This is an optimization exercise on Yosys and OpenROAD, whose aim is small area and a short achievable clock period, not a production implementation. RTL that was checked went through simulation tests only; none was proved equivalent to the original. For runs 3 to 6, only the layout was checked, not whether the RTL still works. No activity file was given, so power comes from the tool's default toggle rates.

**flow/flow/run.sh**
```bash
#!/bin/bash
set -euo pipefail
bash standard.sh \
  "BUFFER_PORTS_ARGS=-buffer_cell sky130_fd_sc_hd__buf_1" \
  SETUP_SLACK_MARGIN=7 \
  finish > make.log 2>&1
```
**flow/standard.sh**
```bash
#!/bin/bash
# synth_recipe.tcl (not shown) runs the flow's synth.tcl, then flattens the netlist and writes it again
# the make line also repeats each setting of config.mk as NAME=value (left out here)
make -C /OpenROAD-flow-scripts/flow DESIGN_CONFIG=/design/flow/config.mk WORK_HOME=/design/flow/orfs CLKGATE_MAP_FILE= SYNTH_SCRIPT=/design/flow/synth_recipe.tcl "${@:-finish}"
```
**flow/config.mk**
```make
export PLATFORM = sky130hd
export DESIGN_NAME = mfb_frame_gen_top
export DESIGN_NICKNAME = mfb_frame_gen_top
export VERILOG_FILES = /design/flow/design.v
export SDC_FILE = /design/flow/constraint.sdc
export NUM_CORES = 4
export LEC_CHECK = 0
export ABC_CLOCK_PERIOD_IN_PS = 3000
export CAP_MARGIN = 20
export CORE_AREA = 4 4 396 396
export DIE_AREA = 0 0 400 400
export SLEW_MARGIN = 20
```
**flow/constraint.sdc**
```tcl
create_clock -name core_clock -period 12.0 [get_ports {CLK}]
set_input_delay 2.4000 -clock core_clock [delete_from_list [all_inputs] [get_ports {CLK}]]
set_output_delay 2.4000 -clock core_clock [all_outputs]
set_load 0.01 [all_outputs]
```
**flow/design.v**
```verilog
package mfb_frame_gen_pkg;
    localparam logic [15:0] LFSR_TAPS = 16'h002D;
endpackage
module mfb_frame_gen_lfsr #(
    parameter logic [15:0] SEED = 16'hACE1
) (
    input  logic        clk,
    input  logic        reset,
    input  logic        en,
    input  logic        adv1,
    input  logic        adv2,
    output logic [15:0] ahead0,
    output logic [15:0] ahead1,
    output logic [15:0] ahead2
);
    logic [15:0] q;
    assign ahead0 = q;
    assign ahead1 = {^(ahead0 & mfb_frame_gen_pkg::LFSR_TAPS), ahead0[15:1]};
    assign ahead2 = {^(ahead1 & mfb_frame_gen_pkg::LFSR_TAPS), ahead1[15:1]};
    always_ff @(posedge clk) begin
        if (reset)     q <= SEED;
        else if (en) begin
            if (adv2)      q <= ahead2;
            else if (adv1) q <= ahead1;
        end
    end
endmodule
module mfb_frame_gen_items (
    input  logic [7:0]   base,
    output logic [511:0] items
);
    logic [2:0] lo, hi;
    logic [1:0] top;
    assign lo  = base[2:0];
    assign hi  = base[5:3];
    assign top = base[7:6];
    logic [7:0]      cl;         
    logic [7:0][2:0] sl;
    logic [7:0][2:0] h0, h1;
    logic [7:0]      g0, g1;     
    always_comb begin
        for (int j = 0; j < 8; j++) begin
            {cl[j], sl[j]} = {1'b0, lo} + 4'(j);
            {g0[j], h0[j]} = {1'b0, hi} + 4'(j);
            {g1[j], h1[j]} = {1'b0, hi} + 4'(j + 1);
        end
    end
    genvar i;
    generate
        for (i = 0; i < 64; i++) begin : g_item
            localparam int JL = i % 8;
            localparam int JH = i / 8;
            logic       c3, c6;
            logic [2:0] mid;
            assign c3  = cl[JL];
            assign mid = c3 ? h1[JH] : h0[JH];
            assign c6  = c3 ? g1[JH] : g0[JH];
            assign items[i*8 +: 8] = {top + {1'b0, c6}, mid, sl[JL]};
        end
    endgenerate
endmodule
module mfb_frame_gen (
    input  logic          CLK,
    input  logic          RESET,
    input  logic          START,
    input  logic [31:0]   FRAMES,
    input  logic [15:0]   LEN_MIN,
    input  logic [15:0]   LEN_MAX,
    output logic          BUSY,
    output logic          DONE,
    output logic [31:0]   SENT_CNT,
    output logic [1023:0] TX_DATA,
    output logic [5:0]    TX_SOF_POS,
    output logic [11:0]   TX_EOF_POS,
    output logic [1:0]    TX_SOF,
    output logic [1:0]    TX_EOF,
    output logic          TX_SRC_RDY,
    input  logic          TX_DST_RDY
);
    logic        busy_q, done_q;
    logic        idle;
    assign idle = !busy_q && !done_q;
    logic [15:0] lm1_q;      
    logic [15:0] d_q;        
    logic        le64_q;     
    logic        le128_q;    
    logic [31:0] left_q;     
    logic [7:0]  fidx_q;     
    logic        in_q;       
    logic [9:0]  rr_q;       
    logic        bias_q;     
    logic [5:0]  ep_q;       
    logic [1:0]  o_q;        
    logic        last_q;     
    logic [7:0]  base0_q, base1_q;
    logic xfer, load;
    assign xfer = TX_SRC_RDY && TX_DST_RDY;
    assign load = busy_q && !last_q && (!TX_SRC_RDY || TX_DST_RDY);
    logic [15:0] v0, v1, v2;
    logic        adv1, adv2;
    mfb_frame_gen_lfsr #(.SEED(16'hACE1)) lfsr_i (
        .clk    (CLK),
        .reset  (RESET),
        .en     (load),
        .adv1   (adv1),
        .adv2   (adv2),
        .ahead0 (v0),
        .ahead1 (v1),
        .ahead2 (v2)
    );
    function automatic logic [15:0] smear(input logic [15:0] d);
        logic [15:0] m;
        m = d;
        for (int s = 1; s < 16; s = s * 2) m = m | (m >> s);
        smear = m;
    endfunction
    logic [15:0] mask;
    assign mask = smear(d_q);
    logic [15:0] x0, x1, t0, t1;
    logic        sat0, sat1;
    assign x0   = v0 & mask;
    assign x1   = v1 & mask;
    assign sat0 = x0 > d_q;
    assign sat1 = x1 > d_q;
    assign t0   = lm1_q + (sat0 ? d_q : x0);
    assign t1   = lm1_q + (sat1 ? d_q : x1);
    logic lm1_hi6, lm1_hi7;
    assign lm1_hi6 = lm1_q[15:6] == 10'd0;
    assign lm1_hi7 = lm1_q[15:7] == 9'd0;
    logic [6:0] s0lo, s1lo;
    assign s0lo = {1'b0, lm1_q[5:0]} + {1'b0, x0[5:0]};
    assign s1lo = {1'b0, lm1_q[5:0]} + {1'b0, x1[5:0]};
    logic [7:0] s0lo7;
    assign s0lo7 = {1'b0, lm1_q[6:0]} + {1'b0, x0[6:0]};
    logic one0, one1, two0;
    assign one0 = sat0 ? le64_q  : (lm1_hi6 && x0[15:6] == 10'd0 && !s0lo[6]);
    assign one1 = sat1 ? le64_q  : (lm1_hi6 && x1[15:6] == 10'd0 && !s1lo[6]);
    assign two0 = sat0 ? le128_q : (lm1_hi7 && x0[15:7] == 9'd0 && !s0lo7[7]);
    logic        left_hi0, left_nz, left_ge2, left_eq1, left_eq2;
    assign left_hi0 = left_q[31:2] == 30'd0;
    assign left_ge2 = !left_hi0 || left_q[1];
    assign left_nz  = left_ge2 || left_q[0];
    assign left_eq1 = left_hi0 && !left_q[1] && left_q[0];
    assign left_eq2 = left_hi0 && left_q[1] && !left_q[0];
    logic [30:0] left_dec;
    logic [31:0] left_m1, left_m2;
    assign left_dec = left_q[31:1] - 31'd1;
    assign left_m1  = left_q[0] ? {left_q[31:1], 1'b0} : {left_dec, 1'b1};
    assign left_m2  = {left_dec, left_q[0]};
    logic        c_eof0, c_eof1;
    assign c_eof0 = bias_q ? (rr_q == 10'd1) : (rr_q == 10'd2);
    assign c_eof1 = bias_q ? (rr_q == 10'd2) : (rr_q == 10'd3);
    logic        sof0, sof1, eof0, eof1;
    logic [5:0]  ep0, ep1;
    logic [7:0]  b0, b1;
    logic        in_n;
    logic [9:0]  rr_n;
    logic        bias_n;
    logic [5:0]  ep_n;
    logic [1:0]  o_n;
    logic [7:0]  fidx_n;
    logic        last_n;
    logic [31:0] left_n;
    logic [7:0]  fidx_p1, fidx_p2;
    logic [6:0] fidx_inc;
    assign fidx_inc = fidx_q[7:1] + 7'd1;
    assign fidx_p1  = fidx_q[0] ? {fidx_inc, 1'b0} : {fidx_q[7:1], 1'b1};
    assign fidx_p2  = {fidx_inc, fidx_q[0]};
    always_comb begin
        sof0 = !in_q;
        if (in_q) begin
            eof0 = c_eof0;
            ep0  = ep_q;
            b0   = {fidx_q[7:6] + o_q, fidx_q[5:0]};
        end else begin
            eof0 = one0;
            ep0  = t0[5:0];
            b0   = fidx_q;
        end
        in_n   = 1'b0;
        rr_n   = rr_q;
        bias_n = bias_q;
        ep_n   = ep_q;
        o_n    = o_q;
        fidx_n = fidx_p1;
        sof1   = 1'b0;
        eof1   = 1'b0;
        ep1    = ep0;
        b1     = {b0[7:6] + 2'd1, b0[5:0]};
        if (!eof0) begin
            eof1 = in_q ? c_eof1 : two0;
            if (!eof1) begin
                in_n   = 1'b1;
                if (in_q) begin
                    rr_n   = rr_q - 10'd2;
                    bias_n = bias_q;
                end else begin
                    rr_n   = t0[15:6];
                    bias_n = 1'b0;
                end
                ep_n   = ep0;
                o_n    = (in_q ? o_q : 2'd0) + 2'd2;
                fidx_n = fidx_q;
            end
        end else begin
            sof1 = in_q ? left_nz : left_ge2;
            b1   = fidx_p1;
            if (sof1) begin
                eof1 = in_q ? one0 : one1;
                ep1  = in_q ? t0[5:0] : t1[5:0];
                if (!eof1) begin
                    in_n   = 1'b1;
                    rr_n   = in_q ? t0[15:6] : t1[15:6];
                    bias_n = 1'b1;
                    ep_n   = ep1;
                    o_n    = 2'd1;
                    fidx_n = fidx_p1;
                end else begin
                    fidx_n = fidx_p2;
                end
            end
        end
        adv1   = sof0 ^ sof1;
        adv2   = sof0 & sof1;
        if (adv2) begin
            left_n = left_m2;
            last_n = !in_n && left_eq2;
        end else if (adv1) begin
            left_n = left_m1;
            last_n = !in_n && left_eq1;
        end else begin
            left_n = left_q;
            last_n = !in_n && !left_nz;
        end
    end
    always_ff @(posedge CLK) begin
        if (RESET) begin
            busy_q <= 1'b0;
            done_q <= 1'b0;
        end else if (idle) begin
            busy_q <= START && (FRAMES != 32'd0);
            done_q <= START && (FRAMES == 32'd0);
        end else if (done_q) begin
            done_q <= 1'b0;
        end else if (xfer && last_q) begin
            busy_q <= 1'b0;
            done_q <= 1'b1;
        end
    end
    logic [30:0] sent_inc;
    assign sent_inc = SENT_CNT[31:1] + 31'd1;
    always_ff @(posedge CLK) begin
        if (RESET)                 SENT_CNT <= 32'd0;
        else if (idle && START)    SENT_CNT <= 32'd0;
        else if (xfer) begin
            if (TX_EOF[1] & TX_EOF[0])
                SENT_CNT <= {sent_inc, SENT_CNT[0]};
            else if (TX_EOF[1] ^ TX_EOF[0])
                SENT_CNT <= SENT_CNT[0] ? {sent_inc, 1'b0} : {SENT_CNT[31:1], 1'b1};
        end
    end
    always_ff @(posedge CLK) begin
        if (RESET)     TX_SRC_RDY <= 1'b0;
        else if (load) TX_SRC_RDY <= 1'b1;
        else if (xfer) TX_SRC_RDY <= 1'b0;
    end
    logic [15:0] diff;
    logic        span;
    assign diff = LEN_MAX - LEN_MIN;
    assign span = LEN_MIN < LEN_MAX;
    always_ff @(posedge CLK) begin
        if (idle) begin
            lm1_q   <= LEN_MIN - 16'd1;
            d_q     <= span ? diff : 16'd0;
            le64_q  <= LEN_MAX <= 16'd64;
            le128_q <= LEN_MAX <= 16'd128;
            left_q  <= FRAMES;
            fidx_q  <= 8'd0;
            in_q    <= 1'b0;
            last_q  <= 1'b0;
        end else if (load) begin
            left_q  <= left_n;
            fidx_q  <= fidx_n;
            in_q    <= in_n;
            last_q  <= last_n;
            rr_q    <= rr_n;
            bias_q  <= bias_n;
            ep_q    <= ep_n;
            o_q     <= o_n;
        end
    end
    always_ff @(posedge CLK) begin
        if (load) begin
            TX_SOF     <= {sof1, sof0};
            TX_EOF     <= {eof1, eof0};
            TX_EOF_POS <= {ep1, ep0};
            base0_q    <= b0;
            base1_q    <= b1;
        end
    end
    assign BUSY       = busy_q;
    assign DONE       = done_q;
    assign TX_SOF_POS = 6'd0;
    mfb_frame_gen_items items0_i (.base(base0_q), .items(TX_DATA[511:0]));
    mfb_frame_gen_items items1_i (.base(base1_q), .items(TX_DATA[1023:512]));
endmodule
module mfb_frame_gen_top (
    input  logic          CLK,
    input  logic          RESET,
    input  logic          START,
    input  logic [31:0]   FRAMES,
    input  logic [15:0]   LEN_MIN,
    input  logic [15:0]   LEN_MAX,
    output logic          BUSY,
    output logic          DONE,
    output logic [31:0]   SENT_CNT,
    output logic [1023:0] TX_DATA,
    output logic [5:0]    TX_SOF_POS,
    output logic [11:0]   TX_EOF_POS,
    output logic [1:0]    TX_SOF,
    output logic [1:0]    TX_EOF,
    output logic          TX_SRC_RDY,
    input  logic          TX_DST_RDY
);
    mfb_frame_gen gen_i (
        .CLK        (CLK),
        .RESET      (RESET),
        .START      (START),
        .FRAMES     (FRAMES),
        .LEN_MIN    (LEN_MIN),
        .LEN_MAX    (LEN_MAX),
        .BUSY       (BUSY),
        .DONE       (DONE),
        .SENT_CNT   (SENT_CNT),
        .TX_DATA    (TX_DATA),
        .TX_SOF_POS (TX_SOF_POS),
        .TX_EOF_POS (TX_EOF_POS),
        .TX_SOF     (TX_SOF),
        .TX_EOF     (TX_EOF),
        .TX_SRC_RDY (TX_SRC_RDY),
        .TX_DST_RDY (TX_DST_RDY)
    );
endmodule
```
==> impl_results.md, run 1 <==
* Worst Path Buf+Inv at 2
* Synthesized area at 22860 µm²
* Rows at 143
* Largest net degree at the start of global routing at 78
* WS Path Type: flop to flop
* Max Cap Viol at 0
* Worst setup EP type: flop
* Status: complete, no violations
* First-pass DRT Iterations at 6
* Register share of total power at 0.190
* Final period utilization at 0.4744
* Seq/Total Area, Yosys at 0.2071
* Synth unique cells at 83
* Final setup viols at 0
* Clock sinks at 178
* Die area at between 150000 and 200000 µm²
* Die Ht at 400 µm
* Synth top cells by count: buf_4, ha_1, nand2_1, inv_1, xor2_1
* Total power at 4.444 mW
* Initial core utilization at 0.1501
* Slew @ Worst Pin at approximately 1.1 ns
* Logic pwr share at 0.675
* Port Buf Inserts at 1142
* Vias at 25321
* Area grow syn2layout at 65.12%
* Crit path time final at 5.693 ns
* Most frequent cell after synthesis: buf_4
* CP Data Required Time at 12.23 ns
* Worst slew margin at 0.2778
* Top cell type's share of synthesized area at 0.1731
* Die X at approximately 400 µm
* CP max-delay cell: or4_4
* GRT overflow at 0
* Largest fanout on the critical path at 8
* Worst vdd ir at 0.1327 mV
* Initial antenna violation count at 25
* Peak Freq at 0.1757 GHz
* Layout cell share with drive strength beyond 1 at 0.3873
* Via-to-Cell Ratio at 4.306
* H-tree depth at 4
* Post-synth ARST share at 0
* WL/cell at 29.07 µm
* Worst skew pair latency at 0.51 ns
* Pint at 2.288 mW
* Cell Chain, Critical Path: or4_4 > buf_6 > or2_4 > nor2_4 > nor2b_2 > ha_1 > nand4_1 > or2_4 > nor3_4 > o31a_1 > a211oi_4 > nor2_4 > buf_6 > mux2_4 > ha_4 > a211oi_4 > o211ai_1 > a31o_2 > a32oi_4 > a21oi_2 > o211ai_1 > nand2_1 > o211ai_1 > o211ai_1
* Syn Inst Count at 2811
* Hold Buf Count CTS at 0
* Final nets at just over 4000
* Top-Level Pins at 1149
* Synthesized area per cell at 8.131 µm²
* Core Util, Final at 0.2479
* Most frequent CP cell: o211ai_1
* Post-synth top area cell: buf_4
* CTS max path bufs at 2
* Sw Share at 0.4851
* Cts bufs inserted at 17
* Core footprint at 152300 µm²
* Synth top area cells: buf_4, edfxtp_1, ha_1
* Pwr Density at between 100 and 150 nW/µm²
* CTS tree: built
* Max incr delay on CP at about 0.6 ns
* CP Launch Type: flop
* Psw at 2.156 mW
* Reg clk slew, reported paths at 0.08 ns
* Syn. warnings at 3
* Leak Pwr at 15.39 nW
* Primary FF master, synth: edfxtp_1
* Fin Setup TNS at 0 ns
* Hold crit path type: flop to flop
* Family with the most delay on the worst path: simple AND/OR/NAND/NOR gates
* Post-route clock skew at 0.02483 ns
* Yosys reg bits at 178
* Total GRT Usage at 0.1947
* Final Hold Vio Count at 0
* Starting DRT DRC Count at 1854
* DR DRC count at 0
* Routed WL at 170900 µm
* First-pass GRT wire length at 209300 µm
* Slew Viols, Final at 0
* Gpl congestion at about 0.95
* Post-DP HPWL at between 100000 and 150000 µm
* Number of synthesized flops with an enable pin at 117
* Clock power share at 0.135
* Arr. time, crit path at 5.93 ns
* RSZ-0062 raised after global routing: yes
* ANT nets after route at 0
* Clk root buf: clkbuf_16
* Vias in the first global route at 22685
cell families (layout without fill, tap and decap cells):
group                      after synthesis  in the layout  synth area share
other                                    1             12         0.0001641
muxes                                   72             72           0.03241
adders and majority gates              254            254            0.1400
AOI/OAI and AO/OA                      464            466            0.1324
buffers and inverters                  857           1882            0.2287
DFF                                    178            178            0.2071
xor gates and xnor gates               299            299            0.1146
and+or+nand+nor                        686            688            0.1446
area by class of cell:
cell class | instances | area [µm²]
clock buffers | 17 | 425.4
repair inverters | 8 | 57.56
diodes | 6 | 15.01
well taps | 2030 | 2540
repair buffers | 1627 | 11740
clock inverters | 15 | 176.4
fillers | 16236 | 114500
multi-input cells | 1785 | 17000
flip-flops and latches | 178 | 4735
inverters | 215 | 1054
cells in the final DEF, fill, tap and decap left out, types with 28 or more instances in the layout:
master    Yosys  final
xnor2_1     120     87
a21o_1       37     28
nand4_1      30     30
inv_1       209    137
nand3_1      39     36
ha_1        251    117
clkbuf_2      0     39
dfxtp_1      61     61
buf_2         3    129
buf_1        11    771
buf_6         1    283
buf_8         0     34
buf_4       527    259
nand2_4       0     29
o21ai_0     136     82
buf_12        1     86
edfxtp_1    117    117
ha_4          0     99
mux2i_1      56     52
ha_2          0     35
nand2_1     210    157
xor2_1      179    158
nor3_1       44     37
nor4_1       31     30
nor2_1      176    135
a21oi_1     101     54
timing repair:
item	CTS	global route
setup endpoints to repair	923	557
gates cloned	25	6
setup buffers	264	155
resized for setup	914	1024
hold endpoints to repair	0	0
pin swaps	112	165
registers in the layout, indices dropped and copies added, names as in the netlist, 6 cells and up:
name and cells:
gen_i.fidx_q 8, gen_i.left_q 32, gen_i.SENT_CNT 32, gen_i.TX_EOF_POS 12, gen_i.ep_q 6, gen_i.base0_q 8
gen_i.base1_q 8, gen_i.d_q 16, gen_i.rr_q 10, gen_i.lfsr_i.q 16, gen_i.lm1_q 16
path summary, 6_finish.rpt:
| check | slack (ns) | end | depth (start not counted) | start |
|---|---|---|---|---|
| setup reg to reg | 6.31 | gen_i.rr_q[9]$_DFFE_PP_ | 24 | gen_i.d_q[15]$_SDFFCE_PP0P_ |
| setup / recovery | 6.31 | gen_i.rr_q[9]$_DFFE_PP_ | 24 | gen_i.d_q[15]$_SDFFCE_PP0P_ |
| hold reg to reg | 0.53 | gen_i.SENT_CNT[20]$_SDFFE_PP0P_ | 2 | gen_i.SENT_CNT[20]$_SDFFE_PP0P_ |
| hold / removal | 0.53 | gen_i.SENT_CNT[20]$_SDFFE_PP0P_ | 2 | gen_i.SENT_CNT[20]$_SDFFE_PP0P_ |
worst register-to-register path: stages (launching register included):
cell	delay, ns
edfxtp_1	0.41
or4_4	0.61
buf_6	0.16
or2_4	0.26
nor2_4	0.11
nor2b_2	0.07
ha_1	0.31
nand4_1	0.10
or2_4	0.27
nor3_4	0.23
o31a_1	0.28
a211oi_4	0.07
nor2_4	0.23
buf_6	0.14
mux2_4	0.32
ha_4	0.24
a211oi_4	0.27
o211ai_1	0.17
a31o_2	0.31
a32oi_4	0.24
a21oi_2	0.10
o211ai_1	0.22
nand2_1	0.09
o211ai_1	0.11
o211ai_1	0.13
power groups by stage:
stage | logic, mW | registers (mW) | clock network [mW]
2_1_floorplan | 1.48 | 0.842 | 0
3_3_place_gp | 2.10 | 0.858 | 0
3_5_place_dp | 2.10 | 0.859 | 0
4_1_cts | 2.57 | 0.843 | 0.619
5_1_grt | 3.19 | 0.857 | 0.637
6_report | 3.00 | 0.847 | 0.598
metal layers:
| layer | global-route usage | routed length (µm) | up-vias |
|---|---|---|---|
| met5 | 0.004002 | 449 | - |
| met4 | 0.07236 | 6895 | 30 |
| met3 | 0.09539 | 23470 | 267 |
| met2 | 0.2833 | 72160 | 1407 |
| met1 | 0.2460 | 67950 | 12511 |
| li1 | - | - | 11106 |
through the flow:
stage / setup WS [ns] / hold WS, ns / std cells / cell area [µm²]
2_1_floorplan: 6.364 / 0.4064 / 2816 / 23140
3_3_place_gp: 4.566 / 0.4866 / 5392 / 25920
3_5_place_dp: 4.543 / 0.5091 / 5393 / 25940
4_1_cts: 6.305 / 0.5230 / 5714 / 32790
5_1_grt: 5.992 / 0.5547 / 5877 / 37730
6_report: 6.307 / 0.5258 / 5881 / 37740
==> run 2, diff against run 1 <==
==> flow/flow/run.sh (replaced) <==
#!/bin/bash
set -euo pipefail
bash standard.sh \
  "BUFFER_PORTS_ARGS=-buffer_cell sky130_fd_sc_hd__buf_1" \
  SETUP_SLACK_MARGIN=5 \
  finish > make.log 2>&1
==> impl_results.md, run 2 <==
* H-tree depth at 4 (unchanged)
* GR Util met3 at 0.08897 (-0.006416)
* Peak Freq at 0.1467 GHz (-16%)
* Starting DRT DRC Count at 1816 (-2.0%)
* Post-route clock skew at 0.01750 ns (-0.007337 ns)
* CP Data Required Time at 9.60 ns (-2.63 ns)
* Routed WL at 151100 µm (-12%)
* Post-DP HPWL at 126700 µm (+1.9%)
* CTS tree: built
* Die area at 160000 µm² (unchanged)
* Vias at 22837 (-9.8%)
* Post-synth ARST share at 0 (unchanged)
* Mux share of post-synthesis cell area at 0.03241 (unchanged)
* Max Cap Viol at 0 (unchanged)
* Commonest non-fill, non-tap cell in the layout: buf_1
* Largest family of logic cells by synthesized area: buffers and inverters
* Post-Synth XOR/XNOR Area at 0.1146 (unchanged)
* Met2 GRT Util at 0.2481 (-0.03516)
* DR DRC count at 0 (unchanged)
* Final setup viols at 0 (unchanged)
* Area grow syn2layout at 16.47%
* Die X at 400 µm (unchanged)
* Slew @ Worst Pin at 1.232 ns (+0.1487 ns)
* Hold crit path type: flop to flop
* Rows at 143 (unchanged)
* Synthesized area at 22860 µm² (unchanged)
* Most frequent cell after synthesis: buf_4
* Clock sinks at 178 (unchanged)
* Synth unique cells at 83 (unchanged)
* Post-synth top area cell: buf_4
* Seq/Total Area, Yosys at 0.2071 (unchanged)
* Gpl congestion at 0.9605 (+0.77%)
* Initial core utilization at 0.1501 (unchanged)
* CP Launch Type: flop
* Synthesized area per cell at 8.131 µm² (unchanged)
* Worst skew pair latency at 0.51 ns (about the same)
* Vias in the first global route at 20589 (-9.2%)
* Syn Inst Count at 2811 (unchanged)
* Final Cell Area at 26620 µm² (-29%)
* Core footprint at 152300 µm² (unchanged)
* Final Hold Vio Count at 0 (unchanged)
* Worst setup EP type: primary output
* Compound-Gate Fraction of Synth Area at 0.1324 (unchanged)
* Largest net degree at the start of global routing at 78 (unchanged)
* Crit path time final at 6.817 ns (+1.123 ns)
* Top flop regs: gen_i.SENT_CNT (32), gen_i.left_q (32)
* Final period utilization at 0.5680 (+0.09362)
* Simple-gate portion of the synthesized area at 0.1446 (unchanged)
* Leak Pwr at 10.51 nW (-32%)
* Arr. time, crit path at 4.42 ns (-1.51 ns)
* Number of synthesized flops with an enable pin at 117 (unchanged)
* Cts bufs inserted at 17 (unchanged)
* Top Usage Layer GRT: met2
* WS Path Type: flop to primary output
* Top cell type's share of synthesized area at 0.1731 (unchanged)
* Final nets at 3726 (-10%)
* CTS max path bufs at 2 (unchanged)
* Initial antenna violation count at 28 (+12%)
* Via-to-Cell Ratio at 4.187 (-2.7%)
* GRT met1 Usage at 0.2238 (-0.02222)
* Worst slew margin at 0.1787 (-0.09910)
* Yosys reg bits at 178 (unchanged)
* Syn. warnings at 3 (unchanged)
* Post-place instance area at 25930 µm² (about the same)
* Largest fanout on the critical path at 19 (+11)
* Status: complete, no violations
* First-pass GRT wire length at 190600 µm (-8.9%)
* Worst vdd ir at 0.1224 mV (-7.8%)
* Adder-Cell Fraction of Synth Area at 0.1400 (unchanged)
* Reg clk slew, reported paths at 0.08 ns (about the same)
* Slew Viols, Final at 0 (unchanged)
* ANT nets after route at 0 (unchanged)
* GRT overflow at 0 (unchanged)
* WL/cell at 27.71 µm (-4.7%)
* Leading cell types in the layout, fill and taps excluded: buf_1, ha_1, nand2_1
* Port Buf Inserts at 1142 (unchanged)
* Top-Level Pins at 1149 (unchanged)
* Primary FF master, synth: edfxtp_1
* Layout cell share with drive strength beyond 1 at 0.05268 (-0.3346)
* Clk root buf: clkbuf_16
* Fin Setup TNS at 0 ns (unchanged)
* Synth top cells by count: buf_4, ha_1, nand2_1, inv_1, xor2_1
* Die Ht at 400 µm (unchanged)
* Synth top area cells: buf_4, edfxtp_1, ha_1
* RSZ-0062 raised after global routing: no
* Total power at 3.587 mW (-19%)
* Pwr Density at 134.7 nW/µm² (+14%)
* First-pass DRT Iterations at 5 (-1)
* Total GRT Usage at 0.1763 (-0.01838)
run 2: worst max-delay path, cell delays in order (launching register included):
cell      delay (ns)
edfxtp_1        0.55
buf_4           0.40
inv_1           0.11
buf_4           0.28
ha_1            0.28
a21oi_2         0.91
xnor2_4         0.40
inv_1           0.47
buf_1           0.48
run 2: worst paths after layout:
check	endpoint	startpoint	cells after the start	slack, ns
hold / removal	gen_i.SENT_CNT[20]$_SDFFE_PP0P_	gen_i.SENT_CNT[20]$_SDFFE_PP0P_	2	0.52
setup / recovery	TX_DATA[603]	gen_i.base1_q[1]$_DFFE_PP_	8	5.18
setup reg to reg	gen_i.rr_q[9]$_DFFE_PP_	gen_i.d_q[15]$_SDFFCE_PP0P_	22	5.49
hold reg to reg	gen_i.SENT_CNT[20]$_SDFFE_PP0P_	gen_i.SENT_CNT[20]$_SDFFE_PP0P_	2	0.52
run 2: layer usage:
metal	share of wire	up-vias
met2	0.41	1305
li1	-	10208
met5	0.0045	-
met1	0.41	11115
met3	0.14	179
met4	0.043	30
run 2: where the power goes:
part           internal, mW  switching, mW  total [mW]
logic                 0.664           1.47        2.14
clock network         0.287          0.316       0.604
registers             0.763         0.0826       0.846
run 2: layout make-up:
type	count	area, µm²
Tap cell	2030	2540
Fill cell	17408	125600
Sequential cell	178	4735
Inverter	215	814.5
Multi-Input combinational cell	1781	13050
Clock inverter	15	193.9
Timing Repair Buffer	1211	4840
Clock buffer	17	425.4
Antenna cell	7	17.52
run 2: kinds of logic after synthesis:
kind of cell | after synthesis
buffers and inverters | 857
and+or+nand+nor | 686
AOI/OAI and AO/OA | 464
xor gates and xnor gates | 299
adders and majority gates | 254
DFF | 178
muxes | 72
other | 1
run 2: stage by stage:
stage / hold WS [ns] / instances / util / setup WS [ns]
2_1_floorplan: 0.4064 / 2816 / - / 5.799
3_3_place_gp: 0.4770 / 5412 / 0.1697 / 4.989
3_5_place_dp: 0.5004 / 5415 / 0.1703 / 5.306
4_1_cts: 0.5131 / 5447 / 0.1744 / 5.061
5_1_grt: 0.5339 / 5448 / 0.1747 / 5.029
6_report: 0.5162 / 5454 / 0.1748 / 5.183
run 2: repair_timing:
| item | 4_1_cts | 5_1_grt |
|---|---|---|
| pin swaps | 0 | 0 |
| setup endpoints to repair | 1 | 30 |
| setup buffers | 0 | 0 |
| resized for setup | 1 | 4 |
| hold buffers | 0 | 0 |
==> run 3, diff against run 2 <==
--- a/flow/design.v
+++ b/flow/design.v
@@ -29,33 +29,17 @@
     input  logic [7:0]   base,
     output logic [511:0] items
 );
-    logic [2:0] lo, hi;
-    logic [1:0] top;
-    assign lo  = base[2:0];
-    assign hi  = base[5:3];
-    assign top = base[7:6];
     logic [7:0]      cl;         
-    logic [7:0][2:0] sl;
-    logic [7:0][2:0] h0, h1;
-    logic [7:0]      g0, g1;     
+    logic [7:0][2:0] sl;         
+    logic [8:0][4:0] h;          
     always_comb begin
-        for (int j = 0; j < 8; j++) begin
-            {cl[j], sl[j]} = {1'b0, lo} + 4'(j);
-            {g0[j], h0[j]} = {1'b0, hi} + 4'(j);
-            {g1[j], h1[j]} = {1'b0, hi} + 4'(j + 1);
-        end
+        for (int j = 0; j < 8; j++) {cl[j], sl[j]} = {1'b0, base[2:0]} + 4'(j);
+        for (int m = 0; m < 9; m++) h[m] = base[7:3] + 5'(m);
     end
     genvar i;
     generate
         for (i = 0; i < 64; i++) begin : g_item
-            localparam int JL = i % 8;
-            localparam int JH = i / 8;
-            logic       c3, c6;
-            logic [2:0] mid;
-            assign c3  = cl[JL];
-            assign mid = c3 ? h1[JH] : h0[JH];
-            assign c6  = c3 ? g1[JH] : g0[JH];
-            assign items[i*8 +: 8] = {top + {1'b0, c6}, mid, sl[JL]};
+            assign items[i*8 +: 8] = {cl[i % 8] ? h[i / 8 + 1] : h[i / 8], sl[i % 8]};
         end
     endgenerate
 endmodule
@@ -81,7 +65,9 @@
     logic        idle;
     assign idle = !busy_q && !done_q;
     logic [15:0] lm1_q;      
+    logic [15:0] lx1_q;      
     logic [15:0] d_q;        
+    logic [15:0] mask_q;     
     logic        le64_q;     
     logic        le128_q;    
     logic [31:0] left_q;     
@@ -115,15 +101,15 @@
         smear = m;
     endfunction
     logic [15:0] mask;
-    assign mask = smear(d_q);
+    assign mask = mask_q;
     logic [15:0] x0, x1, t0, t1;
     logic        sat0, sat1;
     assign x0   = v0 & mask;
     assign x1   = v1 & mask;
     assign sat0 = x0 > d_q;
     assign sat1 = x1 > d_q;
-    assign t0   = lm1_q + (sat0 ? d_q : x0);
-    assign t1   = lm1_q + (sat1 ? d_q : x1);
+    assign t0   = sat0 ? lx1_q : lm1_q + x0;
+    assign t1   = sat1 ? lx1_q : lm1_q + x1;
     logic lm1_hi6, lm1_hi7;
     assign lm1_hi6 = lm1_q[15:6] == 10'd0;
     assign lm1_hi7 = lm1_q[15:7] == 9'd0;
@@ -271,7 +257,9 @@
     always_ff @(posedge CLK) begin
         if (idle) begin
             lm1_q   <= LEN_MIN - 16'd1;
+            lx1_q   <= LEN_MAX - 16'd1;
             d_q     <= span ? diff : 16'd0;
+            mask_q  <= span ? smear(diff) : 16'd0;
             le64_q  <= LEN_MAX <= 16'd64;
             le128_q <= LEN_MAX <= 16'd128;
             left_q  <= FRAMES;
==> impl_results.md, run 3 <==
* Max incr delay on CP at 1.04 ns (+0.13 ns)
* Slew @ Worst Pin at 1.248 ns (+0.01620 ns)
* H-tree depth at 1 (-3)
* Status: complete, no violations
* Final period utilization at 0.5758 (+0.007763)
* Peak Freq at 0.1447 GHz (-1.3%)
* Seq/Total Area, Yosys at 0.2527 (+0.04557)
* Crit path time final at 6.910 ns (+0.09315 ns)
* Total GRT Usage at 0.1772 (+0.0008855)
* Reg clk slew, reported paths at 0.06 ns (-0.02 ns)
* Starting DRT DRC Count at 2830 (+56%)
* Routed WL at 153300 µm (+1.4%)
* Most frequent CP cell: inv_1
* Primary FF master, synth: edfxtp_1
* Rows at 143 (unchanged)
* Worst Path Buf+Inv at 5 (unchanged)
* Arr. time, crit path at 4.51 ns (+0.09 ns)
* WS Path Type: flop to primary output
* Fin Setup TNS at 0 ns (unchanged)
* Synthesized area at 22420 µm² (-1.9%)
* Synthesized area per cell at 7.704 µm² (-5.3%)
* Via-to-Cell Ratio at 4.228 (+0.96%)
* Top-Level Pins at 1149 (unchanged)
* Leading cell types in the layout, fill and taps excluded: buf_1, nand2_1, nor2_1
* R2r worst-path depth at 16 (-27%)
* End of the worst register-to-register path: gen_i.left_q[28]$_DFFE_PP_
* Filler cells at 17484 (+0.44%)
* Synth top cells by count: buf_4, nand2_1, nor2_1, inv_1, o21ai_0
* Family with the most delay on the worst path: buffers and inverters
* Clk root buf: clkbuf_16
* WL/cell at 27.67 µm (-0.17%)
* Yosys reg bits at 209 (+17%)
* DR DRC count at 0 (unchanged)
* RSZ-0062 raised after global routing: no
* Post-route clock skew at 0.01344 ns (-0.004053 ns)
* Largest net degree at the start of global routing at 66 (-15%)
* First-pass GRT wire length at 192800 µm (+1.2%)
* Vias at 23429 (+2.6%)
* Cts bufs inserted at 25 (+8)
* R2r startpoint: gen_i.mask_q[11]$_SDFFCE_PP0P_
* Pwr Density at 135.5 nW/µm² (+0.56%)
* Hold Crit Depth at 2 (unchanged)
* Hold crit path type: flop to flop
* Hold Crit Endpoint: gen_i.SENT_CNT[31]$_SDFFE_PP0P_
* CP Data Required Time at 9.60 ns (about the same)
* Layout cell share with drive strength beyond 1 at 0.05419 (+0.001515)
* Worst setup EP type: primary output
* Worst slew margin at 0.1604 (-0.01826)
* Initial core utilization at 0.1472 (-0.002876)
* Port Buf Inserts at 1142 (unchanged)
* Gpl congestion at 0.9932 (+3.4%)
* Final non-filler cell total at 5542 (+1.6%)
* First-pass DRT Iterations at 8 (+3)
* Max Cap Viol at 0 (unchanged)
* CP max-delay cell: a21boi_0
* Final setup viols at 0 (unchanged)
* Die X at 400 µm (unchanged)
* Placed cell count at 5490 (+1.4%)
* R2R setup slack at 6.26 ns (+0.77 ns)
* CP Depth at 7 (-1)
* Syn Inst Count at 2910 (+3.5%)
* Final nets at 3676 (-1.3%)
* Post-synth ARST share at 0 (unchanged)
* Commonest non-fill, non-tap cell in the layout: buf_1
* ANT nets after route at 0 (unchanged)
* Core footprint at 152300 µm² (unchanged)
* Post-synth top area cell: edfxtp_1
* Area grow syn2layout at 17.80%
* Top cell type's share of synthesized area at 0.1982 (+0.02515)
* Final Cell Area at 26410 µm² (-0.79%)
* Clock sinks at 209 (+17%)
* Cell Chain, Critical Path: buf_4 > inv_1 > ha_1 > inv_1 > a21boi_0 > inv_1 > buf_1
* GRT overflow at 0 (unchanged)
* Most frequent cell after synthesis: buf_4
* Largest fanout on the critical path at 21 (+2)
* Initial antenna violation count at 32 (+14%)
* Worst hold path startpoint: gen_i.SENT_CNT[31]$_SDFFE_PP0P_
* CTS tree: built
* CP Launch Type: flop
* Core Util, Final at 0.1734 (-0.001380)
* Syn. warnings at 3 (unchanged)
* Worst skew pair latency at 0.56 ns (+0.05 ns)
* Synth top area cells: edfxtp_1, buf_4, ha_1
* Leak Pwr at 9.806 nW (-6.7%)
* Post-place instance area at 25550 µm² (-1.5%)
* Total power at 3.578 mW (-0.23%)
* Slew Viols, Final at 0 (unchanged)
* Synth unique cells at 84 (+1.2%)
* Top flop regs: gen_i.SENT_CNT (32), gen_i.left_q (32)
* Number of synthesized flops with an enable pin at 148 (+26%)
* Die Ht at 400 µm (unchanged)
* Vias in the first global route at 20541 (-0.23%)
* Worst vdd ir at 0.09238 mV (-25%)
* Post-DP HPWL at 129300 µm (+2.0%)
* CTS max path bufs at 3 (+1)
* Die area at 160000 µm² (unchanged)
* Final Hold Vio Count at 0 (unchanged)
[run 3: cell types whose count changed after synthesis, moves of 21 or more]
cell      before  now
ha_1         251  118
nand2_1      210  300
nor2_1       176  260
a21oi_1      101  175
o21ai_0      136  194
xor2_1       179  136
edfxtp_1     117  148
mux2i_1       56   30
clkbuf_1      99  124
xnor2_1      120  141
[run 3: worst reg2reg max path, stage by stage (launching register included)]
cell and delay [ns]:
edfxtp_1 0.46, and2_1 0.23, ha_1 0.30, nand3_1 0.09, nor3_1 0.45, nand4_1 0.28
nand4_1 0.31, nand3_1 0.21, nand3_1 0.19, nand2_1 0.14, inv_1 0.58, nand2b_2 0.22
inv_2 0.24, ha_1 0.94, nor2_1 0.13, o21ai_2 0.17, buf_4 0.42
[run 3: power breakdown]
group / internal (mW) / switching [mW]
Clock: 0.448 / 0.322
Sequential: 0.880 / 0.0720
Combinational: 0.508 / 1.35
[run 3: how the worst max path moves through the flow]
| stage | startpoint | endpoint | slack, ns |
|---|---|---|---|
| 3_3_place_gp | gen_i.base1_q[4]$_DFFE_PP_ | TX_DATA[727] | 5.05 |
| 4_1_cts | gen_i.base0_q[2]$_DFFE_PP_ | TX_DATA[123] | 5.09 |
| 3_5_place_dp | gen_i.base0_q[2]$_DFFE_PP_ | TX_DATA[59] | 5.04 |
| 5_1_grt | gen_i.base1_q[1]$_DFFE_PP_ | TX_DATA[891] | 5.08 |
| 6_report | gen_i.base0_q[3]$_DFFE_PP_ | TX_DATA[220] | 5.09 |
| 2_1_floorplan | TX_DST_RDY | gen_i.left_q[10]$_DFFE_PP_ | 5.66 |
[run 3: logic make-up after synthesis]
| group | Yosys count | share of synthesized area |
|---|---|---|
| multiplexers | 48 | 0.02260 |
| XOR/XNOR | 278 | 0.1089 |
| AND/OR/NAND/NOR | 832 | 0.1677 |
| adder cells (fa/ha/maj) | 121 | 0.06809 |
| other | 1 | 0.0001673 |
| AO/OA/AOI/OAI | 534 | 0.1428 |
| buffers and inverters | 887 | 0.2370 |
| flip-flops | 209 | 0.2527 |
[run 3: layer usage]
layer	part of all wire	vias up	global-route usage
met3	0.14	192	0.08268
met1	0.42	11416	0.2374
met2	0.41	1486	0.2555
li1	-	10331	-
met5	0.0029	-	0.01324
met4	0.027	4	0.03994
[run 3: timing repair]
item / 4_1_cts / 5_1_grt
endpoints found under the setup margin: 38 / 13
setup buffers: 1 / 0
resized for setup: 3 / 3
hold buffers: 0 / 0
hold endpoints to repair: 0 / 0
[run 3: layout make-up]
cell class | count | area (µm²) | area share
diodes | 6 | 15.01 | 0.0005685
flip-flops and latches | 209 | 5665 | 0.2145
clock buffers | 31 | 648.1 | 0.02454
well taps | 2030 | 2540 | 0.09618
multi-input cells | 1819 | 11720 | 0.4439
inverters | 222 | 834.6 | 0.03160
repair buffers | 1211 | 4830 | 0.1829
clock inverters | 14 | 153.9 | 0.005827
[run 3: metrics by stage]
step / setup slack (ns) / hold WS [ns]
finish: 5.090 / 0.4934
global placement: 5.048 / 0.4663
detailed placement: 5.039 / 0.4799
floorplan: 5.660 / 0.4337
CTS: 5.086 / 0.4880
global route: 5.083 / 0.5260
==> run 4, diff against run 3 <==
==> flow/flow/run.sh (replaced) <==
#!/bin/bash
set -euo pipefail
bash standard.sh \
  "BUFFER_PORTS_ARGS=-buffer_cell sky130_fd_sc_hd__buf_1" \
  SETUP_SLACK_MARGIN=6.5 \
  finish > make.log 2>&1
==> impl_results.md, run 4 <==
* First-pass DRT Iterations at 9 (+1)
* CTS max path bufs at 3 (unchanged)
* Commonest non-fill, non-tap cell in the layout: buf_1
* Register share of total power at 0.254 (-0.012)
* Gpl congestion at 1.029 (+3.6%)
* Top flop regs: gen_i.SENT_CNT (32), gen_i.left_q (32)
* Cts bufs inserted at 26 (+4.0%)
* Hold Crit Depth at 2 (unchanged)
* Crit path time final at 5.618 ns (-1.291 ns)
* Cell Chain, Critical Path: clkinvlp_4 > ha_4 > inv_1 > mux2i_1 > buf_1
* Max Cap Viol at 0 (unchanged)
* Psw at 1.827 mW (+4.8%)
* Status: complete, no violations
* Hold crit path type: flop to flop
* Worst slew margin at 0.2297 (+0.06925)
* CP Launch Type: flop
* CTS tree: built
* Final nets at 3744 (+1.8%)
* Worst vdd ir at 0.1052 mV (+14%)
* FF/Latch Area at 5665 µm² (unchanged)
* Synth top cells by count: buf_4, nand2_1, nor2_1, inv_1, o21ai_0
* Synth top area cells: edfxtp_1, buf_4, ha_1
* Largest net degree at the start of global routing at 69 (+4.5%)
* Arr. time, crit path at 3.22 ns (-1.29 ns)
* Total GRT Usage at 0.1835 (+0.006351)
* Total power at 3.770 mW (+5.3%)
* Most frequent cell after synthesis: buf_4
* Syn Inst Count at 2910 (unchanged)
* Leak Pwr at 10.40 nW (+6.1%)
* Synth unique cells at 84 (unchanged)
* Yosys reg bits at 209 (unchanged)
* Core footprint at 152300 µm² (unchanged)
* Core Util, Final at 0.1837 (+0.01028)
* Die Ht at 400 µm (unchanged)
* Synthesized area at 22420 µm² (unchanged)
* Top cell type's share of synthesized area at 0.1982 (unchanged)
* Final setup viols at 0 (unchanged)
* Final Hold Vio Count at 0 (unchanged)
* WL/cell at 28.35 µm (+2.5%)
* Seq/Total Area, Yosys at 0.2527 (unchanged)
* WS Path Type: flop to primary output
* CP max-delay cell: mux2i_1
* Logic pwr share at 0.521 (+0.002)
* DR DRC count at 0 (unchanged)
* RSZ-0062 raised after global routing: yes
* Fin Setup TNS at 0 ns (unchanged)
* Synthesized area per cell at 7.704 µm² (unchanged)
* First-pass GRT wire length at 199200 µm (+3.3%)
* Die area at 160000 µm² (unchanged)
* Area grow syn2layout at 24.79%
* Pwr Density at 134.8 nW/µm² (-0.55%)
* Peak Freq at 0.1780 GHz (+23%)
* Post-DP HPWL at 132100 µm (+2.2%)
* ANT nets after route at 0 (unchanged)
* Port Buf Inserts at 1142 (unchanged)
* Clk root buf: clkbuf_16
* Worst skew pair latency at 0.57 ns (about the same)
* H-tree depth at 1 (unchanged)
* Primary FF master, synth: edfxtp_1
* Number of synthesized flops with an enable pin at 148 (unchanged)
* Post-synth ARST share at 0 (unchanged)
* Top-Level Pins at 1149 (unchanged)
* Max incr delay on CP at 0.62 ns (-0.42 ns)
* Routed WL at 159100 µm (+3.7%)
* CP Data Required Time at 9.60 ns (about the same)
* Initial antenna violation count at 38 (+19%)
* Slew @ Worst Pin at 1.155 ns (-0.09268 ns)
* Vias in the first global route at 20758 (+1.1%)
* Starting DRT DRC Count at 3087 (+9.1%)
* Slew Viols, Final at 0 (unchanged)
* Worst setup EP type: primary output
* Post-route clock skew at 0.03086 ns (+0.01742 ns)
* Clock sinks at 209 (unchanged)
* Reg clk slew, reported paths at 0.07 ns (about the same)
* Syn. warnings at 3 (unchanged)
* Final non-filler cell total at 5611 (+1.2%)
* Vias at 24071 (+2.7%)
* Via-to-Cell Ratio at 4.290 (+1.5%)
* Layout cell share with drive strength beyond 1 at 0.1102 (+0.05602)
* Placed cell count at 5492 (+0.036%)
* Area occupied by multi-input gates at 12310 µm² (+5.0%)
* R2r worst-path depth at 15 (-1)
* Leading cell types in the layout, fill and taps excluded: buf_1, nand2_1, nor2_1
* Sw Share at 0.4847 (-0.002268)
* Final period utilization at 0.4682 (-0.1076)
* Die X at 400 µm (unchanged)
* Post-synth top area cell: edfxtp_1
* GRT overflow at 0 (unchanged)
* Clock power share at 0.225 (+0.010)
* Initial core utilization at 0.1472 (unchanged)
* Rows at 143 (unchanged)
* Pint at 1.943 mW (+5.8%)
* Filler cells at 17355 (-0.74%)
* Largest fanout on the critical path at 13 (-38%)
## run 4: layout make-up
cell class / count / share of cell area
Clock buffer: 29 / 0.02554
Clock inverter: 18 / 0.006933
Sequential cell: 209 / 0.2025
Timing Repair Buffer: 1277 / 0.2005
Multi-Input combinational cell: 1820 / 0.4402
Inverter: 222 / 0.03301
Tap cell: 2030 / 0.09080
Antenna cell: 6 / 0.0005367
## run 4: worst paths after layout
check / from / endpoint / slack [ns]
min reg2reg: gen_i.last_q$_SDFFE_PP0P_ / gen_i.last_q$_SDFFE_PP0P_ / 0.47
max reg2reg: gen_i.mask_q[11]$_SDFFCE_PP0P_ / gen_i.left_q[28]$_DFFE_PP_ / 6.81
min: gen_i.last_q$_SDFFE_PP0P_ / gen_i.last_q$_SDFFE_PP0P_ / 0.47
max: gen_i.base1_q[4]$_DFFE_PP_ / TX_DATA[868] / 6.38
## run 4: logic make-up (layout without fill, tap and decap cells)
logic type                 Yosys count  count (layout)  synth area share
xor gates and xnor gates           278             278            0.1089
AOI/OAI and AO/OA                  534             535            0.1428
DFF                                209             209            0.2527
and+or+nand+nor                    832             832            0.1677
adders and majority gates          121             121           0.06809
other                                1              12         0.0001673
buffers and inverters              887            1546            0.2370
muxes                               48              48           0.02260
## run 4: routing by layer
layer  global-route usage  part of all wire  vias up
met5              0.03448            0.0049        -
met4              0.04241             0.029       10
met3              0.08105              0.14      220
met2               0.2599              0.40     1662
met1               0.2506              0.43    11685
li1                     -                 -    10494
## run 4: power groups by stage
stage	logic [mW]	clock network, mW	registers, mW
after CTS	1.91	0.867	0.952
after global routing	2.08	0.893	0.963
final	1.96	0.849	0.956
after detailed placement	1.83	0	0.968
after floorplan	1.16	0	0.950
after global placement	1.83	0	0.966
## run 4: worst max-delay path, delay by kind of cell (launching register included)
family	cells	cell delay [ns]
DFF	1	0.46
adders and majority gates	1	0.46
buffers and inverters	3	1.10
muxes	1	0.62
## run 4: what timing repair did
item | in CTS | in global routing
hold buffers | 0 | 0
pin swaps | 3 | 2
gates resized for setup | 186 | 58
cloned | 1 | 0
setup endpoints to repair | 599 | 227
setup buffers | 53 | 12
## run 4: metrics by stage
step / hold slack (ns) / cell area (µm²) / setup WS, ns
4_1_cts: 0.4673 / 27660 / 6.485
6_report: 0.4700 / 27970 / 6.382
3_3_place_gp: 0.4502 / 25500 / 5.451
3_5_place_dp: 0.4627 / 25510 / 5.263
2_1_floorplan: 0.4337 / 22450 / 6.618
5_1_grt: 0.4933 / 27960 / 6.475
==> run 5, diff against run 4 <==
--- a/flow/design.v
+++ b/flow/design.v
@@ -67,7 +67,6 @@
     logic [15:0] lm1_q;      
     logic [15:0] lx1_q;      
     logic [15:0] d_q;        
-    logic [15:0] mask_q;     
     logic        le64_q;     
     logic        le128_q;    
     logic [31:0] left_q;     
@@ -101,7 +100,7 @@
         smear = m;
     endfunction
     logic [15:0] mask;
-    assign mask = mask_q;
+    assign mask = smear(d_q);
     logic [15:0] x0, x1, t0, t1;
     logic        sat0, sat1;
     assign x0   = v0 & mask;
@@ -259,7 +258,6 @@
             lm1_q   <= LEN_MIN - 16'd1;
             lx1_q   <= LEN_MAX - 16'd1;
             d_q     <= span ? diff : 16'd0;
-            mask_q  <= span ? smear(diff) : 16'd0;
             le64_q  <= LEN_MAX <= 16'd64;
             le128_q <= LEN_MAX <= 16'd128;
             left_q  <= FRAMES;
==> impl_results.md, run 5 <==
* Status: complete, no violations
* Yosys reg bits at 194 (-7.2%)
* Pint at 1.806 mW (-7.0%)
* Synth unique cells at 77 (-8.3%)
* GR Util met3 at 0.1038 (+0.02278)
* Peak Freq at 0.1814 GHz (+1.9%)
* Max Cap Viol at 0 (unchanged)
* Top-Level Pins at 1149 (unchanged)
* Clock sinks at 194 (-7.2%)
* Final nets at 3787 (+1.1%)
* CP Launch Type: flop
* Via-to-Cell Ratio at 4.213 (-1.8%)
* Vias at 23804 (-1.1%)
* Cts bufs inserted at 17 (-35%)
* CP max-delay cell: xnor2_2
* First-pass GRT wire length at 212800 µm (+6.8%)
* Leak Pwr at 10.49 nW (+0.81%)
* Final period utilization at 0.4593 (-0.008920)
* Final setup margin at 6.489 ns (+0.1070 ns)
* Die X at 400 µm (unchanged)
* CP Depth at 8 (+3)
* Worst slew margin at 0.3045 (+0.07485)
* Syn Inst Count at 2922 (+0.41%)
* Post-synth top area cell: edfxtp_1
* Initial core utilization at 0.1463 (-0.0009450)
* Final Cell Area at 28110 µm² (+0.50%)
* Leading cell types in the layout, fill and taps excluded: buf_1, nand2_1, nor2_1
* Family with the most delay on the worst path: buffers and inverters
* Hold Crit Endpoint: gen_i.last_q$_SDFFE_PP0P_
* Total power at 3.825 mW (+1.5%)
* Layout cell share with drive strength beyond 1 at 0.1169 (+0.006688)
* Vias in the first global route at 21713 (+4.6%)
* Most frequent CP cell: buf_12
* Primary FF master, synth: edfxtp_1
* Final setup viols at 0 (unchanged)
* Largest fanout on the critical path at 8 (-5)
* Post-DP HPWL at 140400 µm (+6.3%)
* Commonest non-fill, non-tap cell in the layout: buf_1
* Starting DRT DRC Count at 2631 (-15%)
* Top cell type's share of synthesized area at 0.1793 (-0.01894)
* Rows at 143 (unchanged)
* Worst setup EP type: primary output
* Max incr delay on CP at 0.58 ns (-0.04 ns)
* Core Util, Final at 0.1846 (+0.0009200)
* Worst Path Buf+Inv at 6 (+3)
* Clock power share at 0.163 (-0.062)
* Die Ht at 400 µm (unchanged)
* Area grow syn2layout at 26.22%
* Worst hold path startpoint: gen_i.last_q$_SDFFE_PP0P_
* Synth top area cells: edfxtp_1, buf_4, ha_1
* Compound-Gate Fraction of Synth Area at 0.1487 (+0.005922)
* Largest family of logic cells by synthesized area: buffers and inverters
* Arr. time, crit path at 3.11 ns (-0.11 ns)
* R2r worst-path depth at 24 (+9)
* Worst vdd ir at 0.1301 mV (+24%)
* Syn. warnings at 3 (unchanged)
* Seq/Total Area, Yosys at 0.2341 (-0.01859)
* Initial antenna violation count at 29 (-24%)
* CTS max path bufs at 2 (-1)
* Fin Hold WS at 0.5039 ns (+0.03391 ns)
* CP Data Required Time at 9.60 ns (about the same)
* GRT overflow at 0 (unchanged)
* First-pass DRT Iterations at 8 (-1)
* Met2 GRT Util at 0.3009 (+0.04098)
* Final non-filler cell total at 5650 (+0.70%)
* CTS tree: built
* Final Hold Vio Count at 0 (unchanged)
* WL/cell at 30.06 µm (+6.0%)
* Psw at 2.018 mW (+10%)
* Hold crit path type: flop to flop
* R2R setup slack at 6.80 ns (about the same)
* Largest net degree at the start of global routing at 51 (-26%)
* Top flop regs: gen_i.SENT_CNT (32), gen_i.left_q (32)
* Synthesized area at 22270 µm² (-0.64%)
* Register share of total power at 0.235 (-0.019)
* Fin Setup TNS at 0 ns (unchanged)
* Placed cell count at 5514 (+0.40%)
* Reg clk slew, reported paths at 0.08 ns (about the same)
* Post-synth ARST share at 0 (unchanged)
* Die area at 160000 µm² (unchanged)
* R2r startpoint: gen_i.d_q[15]$_SDFFCE_PP0P_
* H-tree depth at 4 (+3)
* Synthesized area per cell at 7.623 µm² (-1.0%)
* End of the worst register-to-register path: gen_i.last_q$_SDFFE_PP0P_
* Gpl congestion at 0.9848 (-4.3%)
* Crit path time final at 5.511 ns (-0.1070 ns)
* Core footprint at 152300 µm² (unchanged)
* Slew Viols, Final at 0 (unchanged)
* Worst skew pair latency at 0.51 ns (-0.06 ns)
* Most frequent cell after synthesis: buf_4
* GRT met1 Usage at 0.2434 (-0.007141)
* Hold Crit Depth at 1 (-1)
* DR DRC count at 0 (unchanged)
* Logic pwr share at 0.602 (+0.081)
* Simple-gate portion of the synthesized area at 0.1648 (-0.002905)
* WS Path Type: flop to primary output
* Adder-Cell Fraction of Synth Area at 0.06954 (+0.001451)
* Total GRT Usage at 0.1998 (+0.01627)
* Slew @ Worst Pin at 1.040 ns (-0.1158 ns)
* Clk root buf: clkbuf_16
* Post-place instance area at 25460 µm² (-0.20%)
* Routed WL at 169800 µm (+6.8%)
* Filler cells at 17460 (+0.61%)
* Number of synthesized flops with an enable pin at 133 (-10%)
* Mux share of post-synthesis cell area at 0.04061 (+0.01801)
* Sw Share at 0.5277 (+0.04306)
* Place WS at 4.959 ns (-0.3042 ns)
* Post-Synth XOR/XNOR Area at 0.1030 (-0.005925)
* Top Usage Layer GRT: met2
* Cell Chain, Critical Path: buf_12 > clkinv_4 > buf_12 > ha_4 > buf_4 > xnor2_2 > inv_1 > buf_1
* ANT nets after route at 0 (unchanged)
* Port Buf Inserts at 1142 (unchanged)
* Pwr Density at 136.0 nW/µm² (+0.96%)
* Synth top cells by count: buf_4, nand2_1, nor2_1, inv_1, o21ai_0
* Post-route clock skew at 0.02850 ns (-0.002357 ns)
* RSZ-0062 raised after global routing: yes
## run 5: cell count changes after synthesis, sizes merged, moves of 7 or more
cell / delta
edfxtp: -15
mux2: +9
a21boi: +7
xor2: -13
nor2b: +10
o31ai: +13
mux2i: +30
and2: -18
nand2: -8
## run 5: power groups by stage
stage	combinational, mW	sequential [mW]	clock [mW]
2_1_floorplan	1.36	0.894	0
3_3_place_gp	2.14	0.915	0
3_5_place_dp	2.14	0.918	0
4_1_cts	2.26	0.900	0.649
5_1_grt	2.47	0.908	0.669
6_report	2.30	0.900	0.624
## run 5: final cells by class
| class | count | area (µm²) | share of cell area |
|---|---|---|---|
| multi-input cells | 1845 | 12680 | 0.4512 |
| inverters | 221 | 895.9 | 0.03186 |
| clock inverters | 15 | 195.2 | 0.006943 |
| repair buffers | 1318 | 6133 | 0.2182 |
| diodes | 10 | 25.02 | 0.0008901 |
| flip-flops and latches | 194 | 5215 | 0.1855 |
| clock buffers | 17 | 425.4 | 0.01513 |
| well taps | 2030 | 2540 | 0.09034 |
## run 5: cells by family after synthesis
group / count (synthesis)
simple gates: 809
other cells: 1
flops: 194
fa+ha+maj: 122
buf+inv: 891
mux: 87
xor+xnor: 262
compound gates: 556
## run 5: worst max path at each step
stage                                 from                         end  slack (ns)
3_3_place_gp   gen_i.d_q[15]$_SDFFCE_PP0P_  gen_i.left_q[19]$_DFFE_PP_        4.86
4_1_cts         gen_i.base1_q[5]$_DFFE_PP_                TX_DATA[926]        6.51
3_5_place_dp   gen_i.d_q[15]$_SDFFCE_PP0P_  gen_i.left_q[21]$_DFFE_PP_        4.96
6_report        gen_i.base1_q[1]$_DFFE_PP_                TX_DATA[755]        6.49
5_1_grt         gen_i.base1_q[5]$_DFFE_PP_                TX_DATA[782]        6.42
2_1_floorplan  gen_i.d_q[15]$_SDFFCE_PP0P_  gen_i.left_q[10]$_DFFE_PP_        6.52
## run 5: repair_timing
item,in CTS,in global routing
hold buffers,0,0
gates cloned,6,0
setup buffers,64,24
pin swaps,8,5
endpoints found under the setup margin,722,179
gates resized for setup,229,43
## run 5: per-layer routing
metal / routed length [µm] / part of all wire
met2: 72710 / 0.43
met5: 564 / 0.0033
met3: 22130 / 0.13
met4: 5903 / 0.035
met1: 68500 / 0.40
## run 5: worst register-to-register path, cell delays in order (launching register included)
cell	delay, ns
edfxtp_1	0.50
nor4_4	0.37
nand4_1	0.21
nor2_2	0.17
nand2_1	0.10
nor2_1	0.18
nand3_1	0.17
o21ai_1	0.20
inv_1	0.06
ha_1	0.22
fa_1	0.44
o211ai_1	0.20
a21oi_1	0.09
nor2_2	0.18
o2111ai_2	0.19
o211ai_1	0.23
buf_4	0.18
and2_4	0.18
buf_4	0.12
inv_1	0.04
ha_1	0.34
xor2_1	0.18
nor3_1	0.07
o2111a_1	0.23
a32o_1	0.25
==> run 6, diff against run 5 <==
==> flow/flow/run.sh (replaced) <==
#!/bin/bash
set -euo pipefail
bash standard.sh \
  "BUFFER_PORTS_ARGS=-buffer_cell sky130_fd_sc_hd__buf_1" \
  SETUP_SLACK_MARGIN=7.2 \
  finish > make.log 2>&1
--- a/flow/config.mk
+++ b/flow/config.mk
@@ -7,6 +7,6 @@
 export LEC_CHECK = 0
 export ABC_CLOCK_PERIOD_IN_PS = 3000
 export CAP_MARGIN = 20
-export CORE_AREA = 4 4 396 396
-export DIE_AREA = 0 0 400 400
+export CORE_AREA = 4 4 326 326
+export DIE_AREA = 0 0 330 330
 export SLEW_MARGIN = 20
==> impl_results.md, run 6 <==
* Top flop regs: gen_i.SENT_CNT (32), gen_i.left_q (32)
* RSZ-0062 raised after global routing: yes
* Worst vdd ir at 0.1345 mV (+3.4%)
* Worst slew margin at 0.3337 (+0.02915)
* R2R setup slack at 7.29 ns (+0.49 ns)
* Register share of total power at 0.191 (-0.044)
* Worst hold path startpoint: gen_i.last_q$_SDFFE_PP0P_
* Hold Crit Endpoint: gen_i.last_q$_SDFFE_PP0P_
* Layout cell share with drive strength beyond 1 at 0.4241 (+0.3072)
* CP Launch Type: flop
* Post-route clock skew at 0.01910 ns (-0.009407 ns)
* Total GRT Usage at 0.2963 (+0.09652)
* Cts bufs inserted at 17 (unchanged)
* Fin Hold WS at 0.5087 ns (+0.004855 ns)
* Peak Freq at 0.1920 GHz (+5.8%)
* Die area at 108900 µm² (-32%)
* Slew @ Worst Pin at 0.9995 ns (-0.04020 ns)
* Number of synthesized flops with an enable pin at 133 (unchanged)
* Commonest non-fill, non-tap cell in the layout: buf_1
* Final period utilization at 0.4340 (-0.02531)
* GRT overflow at 0 (unchanged)
* First-pass DRT Iterations at 12 (+4)
* Clock sinks at 194 (unchanged)
* Syn. warnings at 3 (unchanged)
* Synth unique cells at 77 (unchanged)
* Reg clk slew, reported paths at 0.09 ns (about the same)
* Worst skew pair latency at 0.49 ns (-0.02 ns)
* Largest fanout on the critical path at 6 (-2)
* Largest net degree at the start of global routing at 58 (+14%)
* Die X at 330 µm (-18%)
* Hold crit path type: flop to flop
* H-tree depth at 4 (unchanged)
* Area occupied by multi-input gates at 15820 µm² (+25%)
* Setup crit start: gen_i.base1_q[1]$_DFFE_PP_
* CP Data Required Time at 9.60 ns (about the same)
* Clock power share at 0.128 (-0.035)
* Psw at 2.304 mW (+14%)
* Area grow syn2layout at 70.51%
* Max Cap Viol at 0 (unchanged)
* DR DRC count at 0 (unchanged)
* R2r worst-path depth at 19 (-21%)
* Core footprint at 102300 µm² (-33%)
* Adder-Cell Fraction of Synth Area at 0.06954 (unchanged)
* Top-Level Pins at 1149 (unchanged)
* Syn Inst Count at 2922 (unchanged)
* Leading cell types in the layout, fill and taps excluded: buf_1, buf_6, buf_4
* Status: complete, no violations
* ANT nets after route at 0 (unchanged)
* Largest family of logic cells by synthesized area: buffers and inverters
* R2r startpoint: gen_i.d_q[15]$_SDFFCE_PP0P_
* Slew Viols, Final at 0 (unchanged)
* Sw Share at 0.4906 (-0.03717)
* CTS max path bufs at 2 (unchanged)
* First-pass GRT wire length at 217400 µm (+2.1%)
* Post-Synth XOR/XNOR Area at 0.1030 (unchanged)
* Top cell type's share of synthesized area at 0.1793 (unchanged)
* Final nets at 4207 (+11%)
* Hold Buf Count CTS at 0 (unchanged)
* Simple-gate portion of the synthesized area at 0.1648 (unchanged)
* Worst setup EP type: primary output
* Initial core utilization at 0.2177 (+0.07139)
* End of the worst register-to-register path: gen_i.last_q$_SDFFE_PP0P_
* Synthesized area per cell at 7.623 µm² (unchanged)
* WL/cell at 33.36 µm (+11%)
* Primary FF master, synth: edfxtp_1
* Logic pwr share at 0.680 (+0.078)
* Mux share of post-synthesis cell area at 0.04061 (unchanged)
* Die Ht at 330 µm (-18%)
* Gpl congestion at 1.026 (+4.2%)
* Final setup viols at 0 (unchanged)
* Vias in the first global route at 23455 (+8.0%)
* FF/Latch Area at 5215 µm² (unchanged)
* Clk root buf: clkbuf_16
* Fin Setup TNS at 0 ns (unchanged)
* Hold Crit Depth at 1 (unchanged)
* Leak Pwr at 15.78 nW (+50%)
* Port Buf Inserts at 1142 (unchanged)
* Initial antenna violation count at 10 (-66%)
* Synth top area cells: edfxtp_1, buf_4, ha_1
* Seq/Total Area, Yosys at 0.2341 (unchanged)
* WS Path Type: flop to primary output
* Synthesized area at 22270 µm² (unchanged)
* Most frequent cell after synthesis: buf_4
* CTS tree: built
* Post-synth ARST share at 0 (unchanged)
* Routed WL at 180400 µm (+6.3%)
* Synth top cells by count: buf_4, nand2_1, nor2_1, inv_1, o21ai_0
* Pwr Density at 123.7 nW/µm² (-9.1%)
* Post-synth top area cell: edfxtp_1
* Arr. time, crit path at 2.81 ns (-0.30 ns)
* Filler cells at 10068 (-42%)
* Rows at 117 (-18%)
* Post-DP HPWL at 125500 µm (-11%)
* Compound-Gate Fraction of Synth Area at 0.1487 (unchanged)
* Yosys reg bits at 194 (unchanged)
* Crit path time final at 5.208 ns (-0.3038 ns)
* Vias at 27766 (+17%)
* Pint at 2.393 mW (+32%)
* Via-to-Cell Ratio at 5.133 (+22%)
* Final Hold Vio Count at 0 (unchanged)
* Starting DRT DRC Count at 3385 (+29%)
## run 6: cell counts after synthesis
Identical to the previous run, type by type.
## run 6: layout make-up
class,instances,share of cell area
antenna,11,0.0007248
clock buffer,17,0.01120
clock inverter,15,0.005370
inverter,221,0.02794
multi-input combinational,1854,0.4166
sequential,194,0.1373
tap,1368,0.04507
timing repair buffer,1727,0.3555
timing repair inverter,2,0.0003294
## run 6: worst max-delay path, stage by stage, from the launching register on
cell and delay, ns:
edfxtp_1 0.44, buf_12 0.18, clkinvlp_4 0.08, buf_8 0.12, ha_4 0.21, clkinvlp_4 0.11
buf_6 0.16, a21oi_4 0.17, buf_8 0.18, xnor2_4 0.17, clkinvlp_4 0.17, buf_12 0.17
buf_6 0.12
## run 6: logic make-up (layout without fill, tap and decap cells)
group	count (synthesis)	in the layout
xor+xnor	262	263
simple gates	809	814
other cells	1	17
buf+inv	891	1982
fa+ha+maj	122	122
compound gates	556	562
flops	194	194
mux	87	87
## run 6: worst max-delay path by stage
| stage | to | slack, ns | depth (start not counted) |
|---|---|---|---|
| 2_1_floorplan | gen_i.left_q[10]$_DFFE_PP_ | 6.94 | 24 |
| 3_3_place_gp | TX_DATA[1021] | 5.12 | 10 |
| 3_5_place_dp | TX_DATA[1021] | 5.12 | 9 |
| 4_1_cts | TX_DATA[765] | 6.94 | 11 |
| 5_1_grt | TX_DATA[1019] | 6.80 | 12 |
| 6_report | TX_DATA[1019] | 6.79 | 12 |
## run 6: layer usage
metal	global-route usage	vias up	wire, µm
met2	0.4402	2081	75190
li1	-	11555	-
met3	0.1567	615	25510
met5	0.04215	-	1017
met4	0.1428	22	13200
met1	0.3461	13493	65540
## run 6: what timing repair did
action                     in CTS  in global routing
setup buffers                 333                157
gates cloned                   38                  7
setup endpoints to repair     980                674
pin swaps                     110                167
gates resized for setup      1149               1028
## run 6: stage by stage
stage | instance area (µm²) | setup WS [ns] | cells | total power, mW | utilization
final | 37980 | 6.792 | 5409 | 4.697 | 0.3712
after global routing | 37960 | 6.803 | 5401 | 4.842 | 0.3710
after CTS | 33380 | 6.939 | 5234 | 4.222 | 0.3262
after detailed placement | 24810 | 5.118 | 4831 | 3.009 | 0.2425
after global placement | 24810 | 5.120 | 4831 | 3.010 | 0.2425
after floorplan | 22950 | 6.937 | 2927 | 2.296 | -
## run 6: power by group through the flow
stage	clock network, mW	registers, mW	logic, mW
2_1_floorplan	0	0.896	1.40
3_3_place_gp	0	0.911	2.10
3_5_place_dp	0	0.913	2.10
4_1_cts	0.616	0.896	2.71
5_1_grt	0.643	0.905	3.29
6_report	0.604	0.897	3.20

==> static timing again, ports no longer ideal <==
No port has a modelled driver above. Below, the same layouts with a new extraction and two added sets of constraints.
Step 1 sets driving cells, clkbuf_16 on the clock port and buf_2 on the other inputs (assumed; they add their load-dependent delay and slew).
Step 2 also shifts input and output timing later by t, the mid clock arrival at the registers, as if the neighbouring blocks saw the same clock.
Three values: ideal, step 1, step 2; two values: the first two.
run	shift t [ns]	setup WS [ns]	hold slack, ns	worst slew at a driven data input, ns
run 1	0.558	6.307 / 6.307 / 6.307	0.526 / 0.526 / 0.526	0.23
run 2	0.556	5.183 / 5.125 / 5.492	0.516 / 0.516 / 0.516	0.20
run 3	0.604	5.090 / 5.039 / 5.643	0.493 / 0.493 / 0.493	0.18
run 4	0.605	6.382 / 6.330 / 6.122	0.470 / 0.470 / 0.470	0.18
run 5	0.551	6.489 / 6.436 / 6.243	0.504 / 0.504 / 0.504	0.26
run 6	0.528	6.792 / 6.740 / 6.718	0.509 / 0.509 / 0.509	0.13
After both steps every run listed still meets setup and hold. The setup slack of run 4, which loses most, moves by -0.052 ns with the drivers and by -0.260 ns with both steps.
